Background: an optimization exercise with open tools, aiming at small area, a short achievable clock period and few clock cycles per item. Do not read the settings as production practice. Function was checked by simulation only, so behaviour that the tests miss may differ from the original. No activity file was given, so power comes from the tool's default toggle rates.

## run 1
Design conv1d_top, start of the top module:
module conv1d_top (
  input  logic        clk,
  input  logic        rst_n,
  input  logic        psel_i,
  input  logic        penable_i,
  input  logic        pwrite_i,
  input  logic [7:0]  paddr_i,
  input  logic [31:0] pwdata_i,
  output logic [31:0] prdata_o,
  output logic        pready_o,
  output logic        pslverr_o,
  output logic        mem_req_o,
  output logic        mem_we_o,
  output logic [6:0]  mem_addr_o,
  output logic [31:0] mem_wdata_o,
  input  logic [31:0] mem_rdata_i,
  output logic        done_o
);
  localparam int SW = conv1d_pkg::SUM_W;
  logic sel_ctrl_q, sel_stat_q, sel_taps_q, sel_src_q, sel_dst_q, sel_cnt_q, bad_q;
  always_ff @(posedge clk) begin
    sel_ctrl_q <= (paddr_i == conv1d_pkg::REG_CTRL);
    sel_stat_q <= (paddr_i == conv1d_pkg::REG_STATUS);
    sel_taps_q <= (paddr_i == conv1d_pkg::REG_TAPS);
    sel_src_q  <= (paddr_i == conv1d_pkg::REG_SRC);
    sel_dst_q  <= (paddr_i == conv1d_pkg::REG_DST);
    sel_cnt_q  <= (paddr_i == conv1d_pkg::REG_COUNT);
    bad_q      <= !(paddr_i == conv1d_pkg::REG_CTRL  || paddr_i == conv1d_pkg::REG_STATUS ||
                    paddr_i == conv1d_pkg::REG_TAPS  || paddr_i == conv1d_pkg::REG_SRC ||
                    paddr_i == conv1d_pkg::REG_DST   || paddr_i == conv1d_pkg::REG_COUNT);
  end
  logic wr;
  assign wr        = psel_i & penable_i & pwrite_i;
  assign pready_o  = 1'b1;
  assign pslverr_o = bad_q;
  logic [31:0] taps_q;
  logic [6:0]  src_q, dst_q, cnt_q;
  always_ff @(posedge clk or posedge rst_n) begin
    if (rst_n) begin
      taps_q <= '0;
      src_q  <= '0;
      dst_q  <= '0;
      cnt_q  <= '0;
  ...
For scale: ~1000 cells after synthesis, about 190 flip-flops, ~150 I/O pins, about 0.012 mm^2 of cells after synthesis.
clock: 8.0 ns
lec_check: 0
cap_margin: 20
core_margin: 2
core_utilization: 75
setup_slack_margin: 4.8
slew_margin: 20
synth_hierarchical: 1
synth_minimum_keep_size: 0
standard.sh (not shown) runs the stock make flow with config.mk's settings and CLKGATE_MAP_FILE= SYNTH_SCRIPT=/design/flow/synth_recipe.tcl, a recipe that flattens the netlist after the stock synthesis.
==> flow/flow/run.sh <==
#!/bin/bash
# Standard layout, with the smallest plain buffer on the ports.
set -euo pipefail
export BUFFER_PORTS_ARGS="-buffer_cell sky130_fd_sc_hd__buf_1"
bash standard.sh > standard.log 2>&1
Testbench counts of run 1, summed over its fixed seeds: cycles 5,000, items 1,988.
Setup changes, run 1 to run 2
- a change of SETUP_SLACK_MARGIN from 4.8 to 4.85
- a change of CORE_UTILIZATION from 75 to 65
- Run 2 completed every stage of the flow, and the final layout passed the timing, DRC and antenna checks.
- Portion of the clock cycle consumed by the worst path in the final layout in run 2 is 0.76 points lower than in run 1
- For area occupied by multi-input gates, run 1 and run 2 come out practically identical.
- Per the comparison of run 2 with run 1, final wirelength saw a decrease, non-filler instance count after layout saw an increase, headroom to the max-slew limit saw a decrease.
Edits applied to the flow inputs when going from run 2 to run 3:
- a change of SETUP_SLACK_MARGIN from 4.85 to 4.8
- a change of CORE_UTILIZATION from 65 to 40
### Flow results
The cell area in run 3 sits about 1.8% above the value recorded for run 2. Post-layout minimum cycle time deteriorates in run 3 relative to run 2. Compared with run 2, placement density in the core of run 3 is lower. | placed standard-cell area | run 3 vs run 2 | 190 um^2 higher |. Share of power burned in combinational logic: run 3 vs run 2 down 0.4 points.
The following lists how run 4 was set up differently from run 3:
- CORE_UTILIZATION changed from 40 to 75
- SETUP_SLACK_MARGIN changed from 4.8 to 4.85
Results
Run 3 -> run 4: power in the clock group decreased by a little under 10%. Run 4 -> run 3: remaining number of nets flagged by the antenna check after routing delta 0, exact match. On run 4: number of nets in the finished design is about 1% higher than what run 3 gave. Time the final worst path needs with I/O delays and setup was lower in the run labelled run 4. When the final numbers for run 3 and run 4 were put side by side, the fraction of standard cell area in multi-input logic turned out to be smaller in run 3. Going from run 3 to run 4, horizontal extent of the die fell by 26%, routed length on met3 rose by 100%, routed wire length rose by about 1.2%.

port drivers added, routing unchanged:
The flow's constraints put no driver on any port. The routed layouts listed below were extracted and timed again, unchanged, in two steps.
Step 1 assumes that a clkbuf_16 drives the clock port and a buf_2 every other input.
Step 2, shift: input delay + t, output delay - t, t = (earliest + latest rising clock arrival at the registers) / 2. This alone moves slack from input paths to output paths.
Three values: ideal ports, drivers, drivers and shift; two values: the first two.
run	t, ns	setup WS [ns]	hold WS [ns]	worst data-port slew with drivers (ns)
run 1	0.472	4.821 / 4.779 / 4.865	0.471 / 0.471 / 0.471	0.04
run 2	0.475	4.882 / 4.879 / 4.882	0.462 / 0.462 / 0.462	0.05
run 3	0.482	4.836 / 4.799 / 4.836	0.467 / 0.467 / 0.467	0.06
run 4	0.473	4.878 / 4.874 / 4.878	0.456 / 0.456 / 0.456	0.05
After both steps every run listed still meets setup and hold.
